This design comes from an exercise in tuning for a short achievable clock period and few clock cycles on the open sky130 flow, not from production work.
In this exercise RTL edits were held to simulation tests only and were not proved equivalent to the original.
Power figures rest on the tool's default switching activity, not on a simulated workload.

<file path="flow/flow/run.sh">
#!/bin/bash
set -euo pipefail
bash standard.sh \
    SETUP_SLACK_MARGIN=6 \
    MATCH_CELL_FOOTPRINT=0 \
    "BUFFER_PORTS_ARGS=-buffer_cell sky130_fd_sc_hd__buf_4" \
    finish > flow_make.log 2>&1
</file>
<file path="flow/standard.sh">
#!/bin/bash
# synth_recipe.tcl (not shown) runs the flow's synth.tcl, then flattens the netlist and writes it again
# the make line also repeats each setting of config.mk as NAME=value (left out here)
make -C /OpenROAD-flow-scripts/flow DESIGN_CONFIG=/design/flow/config.mk WORK_HOME=/design/flow/orfs CLKGATE_MAP_FILE= SYNTH_SCRIPT=/design/flow/synth_recipe.tcl "${@:-finish}"
</file>
<file path="flow/config.mk">
export PLATFORM = sky130hd
export DESIGN_NAME = mipsCore
export DESIGN_NICKNAME = mipsCore
export VERILOG_FILES = /design/flow/design.v
export SDC_FILE = /design/flow/constraint.sdc
export NUM_CORES = 4
export LEC_CHECK = 0
export CAP_MARGIN = 20
export CORE_MARGIN = 2
export CORE_UTILIZATION = 55
export SETUP_SLACK_MARGIN = 5
export SLEW_MARGIN = 20
</file>
<file path="flow/constraint.sdc">
create_clock -name core_clock -period 8.5 [get_ports {clk}]
set_input_delay 1.7000 -clock core_clock [delete_from_list [all_inputs] [get_ports {clk}]]
set_output_delay 1.7000 -clock core_clock [all_outputs]
set_load 0.01 [all_outputs]
</file>
<file path="flow/design.v">
`timescale 1ns/10ps
module regFile (
    input  logic        clk,
    input  logic        arstN,
    input  logic [31:1] rsSel,
    input  logic [31:1] rtSel,
    input  logic        writeEn,
    input  logic [4:0]  writeAddr,
    input  logic [31:0] writeData,
    output logic [31:0] rsData,
    output logic [31:0] rtData
);
    logic [31:0] regs [1:31];  
    logic [31:1] valid;
    logic [31:1] wrSel;                 
    always_comb begin
        for (int i = 1; i < 32; i++) begin
            wrSel[i] = writeEn && (writeAddr == 5'(i));
        end
    end
    always_ff @(posedge clk or negedge arstN) begin
        if (!arstN) begin
            valid <= '0;
        end else begin
            valid <= valid | wrSel;
        end
    end
    always_ff @(posedge clk) begin
        for (int i = 1; i < 32; i++) begin
            if (wrSel[i]) regs[i] <= writeData;
        end
    end
    always_comb begin
        rsData = '0;
        rtData = '0;
        for (int i = 1; i < 32; i++) begin
            rsData = rsData | (regs[i] & {32{rsSel[i] & valid[i]}});
            rtData = rtData | (regs[i] & {32{rtSel[i] & valid[i]}});
        end
    end
endmodule
`timescale 1ns/10ps
module mipsCore (
    input  logic        clk,
    input  logic        arstN,
    output logic [31:0] instAddr,
    input  logic [31:0] instRdata,
    output logic [31:0] dataAddr,
    output logic [31:0] dataWdata,
    output logic        dataWe,
    input  logic [31:0] dataRdata,
    output logic        grfWe,
    output logic [4:0]  grfAddr,
    output logic [31:0] grfWdata,
    output logic [31:0] wbPc
);
    localparam logic [31:0] resetPc = 32'h0000_3000;
    logic [31:0] pc;
    logic        dValid;            
    logic [31:0] dInstr;
    logic [31:0] dPc;
    logic [31:1] dRsSel, dRtSel;    
    logic [31:0] eA;                
    logic [31:0] eB;                
    logic [31:0] eOpBx;             
    logic [31:0] ePc, eTarget;
    logic        eFwdSL;            
    logic        eSub, eUseA, eSelSum, eSelOr, eSelSlt;
    logic        eLoad, eStore, eWe, eBrNT;
    logic [4:0]  eDest;
    logic [31:0] mRes, mSd, mPc;
    logic [31:0] mAddr;             
    logic        mLoad, mStore, mWe;
    logic [4:0]  mDest;
    logic [31:0] wPc;
    logic [31:0] wOut;              
    logic        wWe;
    logic [4:0]  wDest;
    logic [5:0]  op, fn;
    logic [4:0]  rs, rt, rd;
    logic        isR, isOri, isLui, isLw, isSw, isBeq, isJal;
    logic        isAddu, isSubu, isOr, isSlt;
    logic        brT, brNT;
    logic [4:0]  dDest;
    logic        dWe;
    logic        useA, useB, dSub;
    logic [31:0] rsData, rtData, aVal, bVal, immVal;
    logic [31:0] pcPlus4, brTarget, jTarget;
    logic        stall, mispredict;
    logic [31:0] aluRes, mResult;
    logic        fwdEA, fwdEB;
    assign op = dInstr[31:26];
    assign fn = dInstr[5:0];
    assign rs = dInstr[25:21];
    assign rt = dInstr[20:16];
    assign rd = dInstr[15:11];
    assign isAddu = dValid && (op == 6'h00) && (fn == 6'h21);
    assign isSubu = dValid && (op == 6'h00) && (fn == 6'h23);
    assign isOr   = dValid && (op == 6'h00) && (fn == 6'h25);
    assign isSlt  = dValid && (op == 6'h00) && (fn == 6'h2a);
    assign isR    = isAddu || isSubu || isOr || isSlt;
    assign isOri  = dValid && (op == 6'h0d);
    assign isLui  = dValid && (op == 6'h0f);
    assign isLw   = dValid && (op == 6'h23);
    assign isSw   = dValid && (op == 6'h2b);
    assign isBeq  = dValid && (op == 6'h04);
    assign isJal  = dValid && (op == 6'h03);
    assign brT    = isBeq && (rs == rt);      
    assign brNT   = isBeq && (rs != rt);      
    assign dSub   = isSubu || isSlt;
    assign dDest = isR ? rd : (isOri || isLui || isLw) ? rt : isJal ? 5'd31 : 5'd0;
    assign dWe   = (isR || isOri || isLui || isLw || isJal) && (dDest != 5'd0);
    assign useA  = isR || isOri || isLw || isSw || brNT;    
    assign useB  = isR || brNT;                             
    assign mResult = mLoad ? dataRdata : mRes;
    regFile regFile_inst (
        .clk(clk), .arstN(arstN), .rsSel(dRsSel), .rtSel(dRtSel),
        .writeEn(mWe), .writeAddr(mDest), .writeData(mResult),
        .rsData(rsData), .rtData(rtData)
    );
    assign aVal = (mWe && mDest == rs) ? mResult : rsData;
    assign bVal = (mWe && mDest == rt) ? mResult : rtData;
    assign fwdEA = eWe && !eLoad && eDest == rs;
    assign fwdEB = eWe && !eLoad && eDest == rt;
    assign pcPlus4  = pc + 32'd4;
    assign brTarget = pc + {{14{dInstr[15]}}, dInstr[15:0], 2'b00};
    assign jTarget  = {pc[31:28], dInstr[25:0], 2'b00};
    always_comb begin
        if (isLui)                  immVal = {dInstr[15:0], 16'b0};
        else if (isJal)             immVal = pcPlus4;       
        else if (isOri)             immVal = {16'b0, dInstr[15:0]};
        else                        immVal = {{16{dInstr[15]}}, dInstr[15:0]};
    end
    assign stall = eLoad && eWe &&
                   ((useA && eDest == rs) || (useB && eDest == rt));
    logic [31:0] pcSeq;
    always_comb begin
        if (stall)                pcSeq = pc;
        else if (isJal)           pcSeq = jTarget;
        else if (brT)             pcSeq = brTarget;
        else                      pcSeq = pcPlus4;
    end
    always_ff @(posedge clk or negedge arstN) begin
        if (!arstN) begin
            pc <= resetPc;
        end else begin
            pc <= mispredict ? eTarget : pcSeq;
        end
    end
    assign instAddr = pc;
    always_ff @(posedge clk or negedge arstN) begin
        if (!arstN) begin
            dValid <= 1'b0;
        end else if (!stall) begin
            dValid <= !mispredict;
        end
    end
    always_ff @(posedge clk) begin
        if (!stall) begin
            dInstr <= instRdata;
            dPc    <= pc;
            for (int i = 1; i < 32; i++) begin
                dRsSel[i] <= (instRdata[25:21] == 5'(i));
                dRtSel[i] <= (instRdata[20:16] == 5'(i));
            end
        end
    end
    always_ff @(posedge clk or negedge arstN) begin
        if (!arstN) begin
            eWe    <= 1'b0;
            eLoad  <= 1'b0;
            eStore <= 1'b0;
            eBrNT  <= 1'b0;
            eDest  <= '0;
        end else if (stall) begin
            eWe    <= 1'b0;
            eLoad  <= 1'b0;
            eStore <= 1'b0;
            eBrNT  <= 1'b0;
            eDest  <= '0;
        end else begin
            eWe    <= dWe;
            eLoad  <= isLw;
            eStore <= isSw;
            eBrNT  <= brNT;
            eDest  <= dDest;
        end
    end
    always_ff @(posedge clk) begin
        eA      <= fwdEA ? aluRes : aVal;
        eB      <= fwdEB ? aluRes : bVal;
        if (useB)
            eOpBx <= fwdEB ? (aluRes ^ {32{dSub}}) : (bVal ^ {32{dSub}});
        else
            eOpBx <= immVal;
        ePc     <= dPc;
        eTarget <= brTarget;
        eFwdSL  <= eWe && eLoad && eDest == rt;
        eSub    <= dSub;
        eUseA   <= !(isLui || isJal);
        eSelSum <= isAddu || isSubu || isLw || isSw;
        eSelOr  <= isOr || isOri || isLui || isJal;
        eSelSlt <= isSlt;
    end
    logic [31:0] sum, orRes, sdVal;
    logic        cout, lt, eq;
    logic [31:0] p0, g0;
    logic [31:0] gp [0:5];
    logic [31:0] pp [0:5];
    assign p0 = eA ^ eOpBx;
    assign g0 = eA & eOpBx;
    always_comb begin
        gp[0] = g0;
        pp[0] = p0;
        gp[0][0] = g0[0] | (p0[0] & eSub);
        for (int l = 0; l < 5; l++) begin
            for (int i = 0; i < 32; i++) begin
                if (i >= (1 << l)) begin
                    gp[l+1][i] = gp[l][i] | (pp[l][i] & gp[l][i - (1 << l)]);
                    pp[l+1][i] = pp[l][i] & pp[l][i - (1 << l)];
                end else begin
                    gp[l+1][i] = gp[l][i];
                    pp[l+1][i] = pp[l][i];
                end
            end
        end
    end
    assign sum  = p0 ^ {gp[5][30:0], eSub};
    assign cout = gp[5][31];
    assign lt    = (eA[31] ^ ~eOpBx[31]) ? eA[31] : ~cout;
    assign orRes = (eA & {32{eUseA}}) | eOpBx;
    assign aluRes = ({32{eSelSum}} & sum) | ({32{eSelOr}} & orRes) |
                    {31'b0, eSelSlt & lt};
    assign sdVal = eFwdSL ? dataRdata : eB;
    assign eq = (eA == eOpBx);                
    assign mispredict = eBrNT && eq;
    always_ff @(posedge clk or negedge arstN) begin
        if (!arstN) begin
            mWe    <= 1'b0;
            mLoad  <= 1'b0;
            mStore <= 1'b0;
            mDest  <= '0;
        end else begin
            mWe    <= eWe;
            mLoad  <= eLoad;
            mStore <= eStore;
            mDest  <= eDest;
        end
    end
    always_ff @(posedge clk) begin
        mRes  <= aluRes;
        mAddr <= sum;
        mSd   <= sdVal;
        mPc   <= ePc;
    end
    assign dataAddr  = mAddr;
    assign dataWdata = mSd;
    assign dataWe    = mStore;
    always_ff @(posedge clk or negedge arstN) begin
        if (!arstN) begin
            wWe   <= 1'b0;
            wDest <= '0;
        end else begin
            wWe   <= mWe;
            wDest <= mDest;
        end
    end
    always_ff @(posedge clk) begin
        wPc <= mPc;
        if (mWe) wOut <= mResult;
    end
    assign grfWe    = wWe;
    assign grfAddr  = wDest;
    assign grfWdata = wOut;
    assign wbPc     = wPc;
endmodule
</file>
==> results_dict.tcl <==
set metrics [dict create \
    run_status "finished clean" \
    start_util 0.555 \
    cp.buffers_inverters 1 \
    area_delta_synth_final_pct 31.9 \
    grt-ovfl-total 0 \
    fill_cells 7387 \
    switching_share 0.249 \
    largest_reg_flops 992 \
    grt_setup_unrepaired "true" \
    yosys_warnings 5 \
    top_register "regFile_inst.regs" \
    wl_um 333000 \
    setup_viol 0 \
    synth-edff-count 1150 \
    io_pins 233 \
    crit_arrival_ps 1590 \
    antenna_left 0 \
    drt-initial-drc-count 13000 \
    yosys_register_bits 1563 \
    p_switching_uw 4610 \
    synth.cell_area_um2 64500 \
    async_flop_share 0.0557 \
    io_buffers 232 \
    path_cells "buf_6" \
    clk_latency_ps 820 \
    final_cell_mix "edfxtp_1, buf_4, buf_6" \
    cp_top_family "flip-flops" \
    power_frac_comb 0.133 \
    track_usage 0.526 \
    viasPerCell 8.09 \
    netlist_instances 4769 \
    clkPwrFrac 0.394 \
    timing.slew.headroom 0.176 \
    yosysSeqAreaShare 0.671 \
    crit_path_max_fanout 1 \
    final_common_cell "edfxtp_1" \
    num_vias 58100 \
    final_layout_size_suffix_gt1_frac 0.349 \
    dieArea_um2 120000 \
    avgSynthCellArea_um2 13.5 \
    coreArea_um2 116000 \
    seqPwrFrac 0.474 \
    fmax_mhz 304 \
    cts_buffers 160 \
    power_density_nw_per_um2 218 \
    synth_nets 4900 \
    path_clk_slew_ps 60 \
    internal_power_uw 13900 \
    grt_max_degree 62 \
    required_ps 6800 \
    cts_tree "built" \
    fin_skew_ps 31.3 \
    dieWidth_um 346 \
    period_share 0.387 \
    cp-start-kind "flop" \
    finalNetCount 5623 \
    hp-class "reg -> reg" \
    rows 125 \
    worst_path_max_delay_cell "edfxtp_1" \
    die_h_um 346 \
    criticalPathCategory "reg -> out" \
    antenna_found_initial 36 \
    final.setup.tns_ps 0 \
    end_kind "primary output" \
    slowest_delay_ps 570 \
    place_hpwl_um 162000 \
    finalHoldViolations 0 \
    maxSlewViolCount 0 \
    numClockSinks 1563 \
    finish.utilization 0.732 \
    gp_congestion 0.955 \
    firstDrtPassIters 11 \
    root_buffer "clkbuf_16" \
    maxCapViolations 0 \
    yosysUniqueCellTypes 94 \
    peakVddDrop_v 0.000227 \
    grt_pass1_wl_um 430000 \
    wire_per_inst_um 46.3 \
    grt_pass1_vias 52100 \
    worst_pin_slew_ps 1230 \
    remaining_drc_errors 0 \
    finalCriticalPeriod_ps 3290 \
    htreeDepth 4 \
    clock_path_buffers 3 \
    p_total_uw 18500 \
    p_leak_uw 0.0310 \
    synth_ff_type "edfxtp_1" \
]
-- synthesized netlist by cell type, types with 13 or more instances --
library cell	instances	area share
edfxtp_1	1150	0.54
dfxtp_1	326	0.10
a22oi_1	325	0.038
clkbuf_1	315	0.018
a221oi_1	297	0.040
a22o_1	292	0.040
nor2_1	214	0.012
nand2_1	174	0.010
nand4_1	162	0.016
a21oi_1	134	0.010
o21ai_0	114	0.0088
nor3_1	112	0.0087
nand3_1	97	0.0075
dfrtp_1	85	0.033
o211ai_1	75	0.0087
and2_1	73	0.0071
mux2_2	69	0.012
ha_1	62	0.012
a222oi_1	60	0.0093
xnor2_1	60	0.0081
inv_1	56	0.0033
xor2_1	54	0.0073
buf_1	45	0.0026
a21o_1	43	0.0050
or2_2	39	0.0038
or3_1	27	0.0026
a31oi_1	22	0.0021
nor4_1	21	0.0020
nand2b_1	19	0.0018
o21ai_1	17	0.0013
a211oi_1	16	0.0019
mux2i_1	16	0.0025
and3_1	14	0.0014
o221ai_1	13	0.0018
-- kinds of logic after synthesis --
| logic type | count (synthesis) | share of synthesized area |
|---|---|---|
| flops | 1563 | 0.671 |
| xor+xnor | 114 | 0.0155 |
| buf+inv | 434 | 0.0256 |
| simple gates | 991 | 0.0783 |
| mux | 85 | 0.0145 |
| compound gates | 1517 | 0.183 |
| fa+ha+maj | 65 | 0.0130 |
-- metrics by stage --
step | setup WS [ps] | instance area, um2 | hold slack [ps] | instances
after floorplan | 5610 | 65000 | 310 | 4769
after global routing | 5220 | 85000 | 329 | 7152
after detailed placement | 4440 | 68300 | 312 | 6267
after CTS | 5220 | 81800 | 323 | 6974
final | 5210 | 85100 | 323 | 7180
after global placement | 4400 | 68300 | 310 | 6267
-- layout make-up --
cell class / instances / area (um2) / area share
diodes: 30 / 75.1 / 0.000882
clock buffers: 215 / 4390 / 0.0516
clock inverters: 81 / 945 / 0.0111
inverters: 61 / 280 / 0.00329
multi-input cells: 2776 / 23500 / 0.276
flip-flops and latches: 1563 / 43400 / 0.510
well taps: 1524 / 1910 / 0.0224
repair buffers: 916 / 10300 / 0.121
repair inverters: 14 / 262 / 0.00307
-- power groups by stage --
stage          logic [uW]  clock network (uW)  registers (uW)
6_report             2450                7290            8770
5_1_grt              2540                7540            8800
4_1_cts              2090                7240            8770
3_5_place_dp         1410                   0            8980
3_3_place_gp         1400                   0            8970
2_1_floorplan         797                   0            8920
-- what timing repair did --
item | 4_1_cts | 5_1_grt
endpoints found under the setup margin | 1498 | 1020
pin swaps | 228 | 216
setup buffers | 374 | 161
gates resized for setup | 1087 | 362
hold buffers | 0 | 0
gates cloned | 37 | 15
-- layer usage --
metal | up-vias | routed length [um] | global-route usage
met1 | 27700 | 100000 | 0.608
met2 | 7069 | 130000 | 0.722
li1 | 20800 | - | -
met3 | 2436 | 62300 | 0.270
met5 | - | 970 | 0.0360
met4 | 42 | 38900 | 0.437
-- final timing paths --
path / from / endpoint / slack, ps / cells past startpoint
max: wOut[26] / grfWdata[26] / 5210 / 1
min: mPc[29] / wPc[29] / 320 / 0
max reg2reg: eSub / eOpBx[19] / 5370 / 15
min reg2reg: mPc[29] / wPc[29] / 320 / 0
max in group asynchronous: arstN / mWe / 6230 / 2
min in group asynchronous: arstN / regFile_inst.valid[21] / 870 / 1
Testbench counts, summed over its fixed seeds: cycles 35,003.

what the ideal ports hide:
The flow's constraints put no driver on any port. The routed layout listed below was extracted and timed again, unchanged, in two steps.
Step 1: set_driving_cell puts a clkbuf_16 on clk and a buf_2 on each other input, an assumption about the parent block.
Step 2, shift: input delay + t, output delay - t, t = (earliest + latest rising clock arrival at the registers) / 2. This alone moves slack from input paths to output paths.
a / b / c = ideal ports / drivers / drivers and shift; a / b = the first two.
t, ns: 0.890
slack for setup (ns): 5.210 / 5.123 / 4.714
worst setup path after step 2: input to register
clock arrival spread, ns: 0.034 / 0.034
worst register clock-pin slew, ns: 0.07 / 0.07
After both steps setup and hold are still met in this run. For this run, drivers alone change the setup slack by -0.087 ns; drivers and shift together by -0.496 ns.
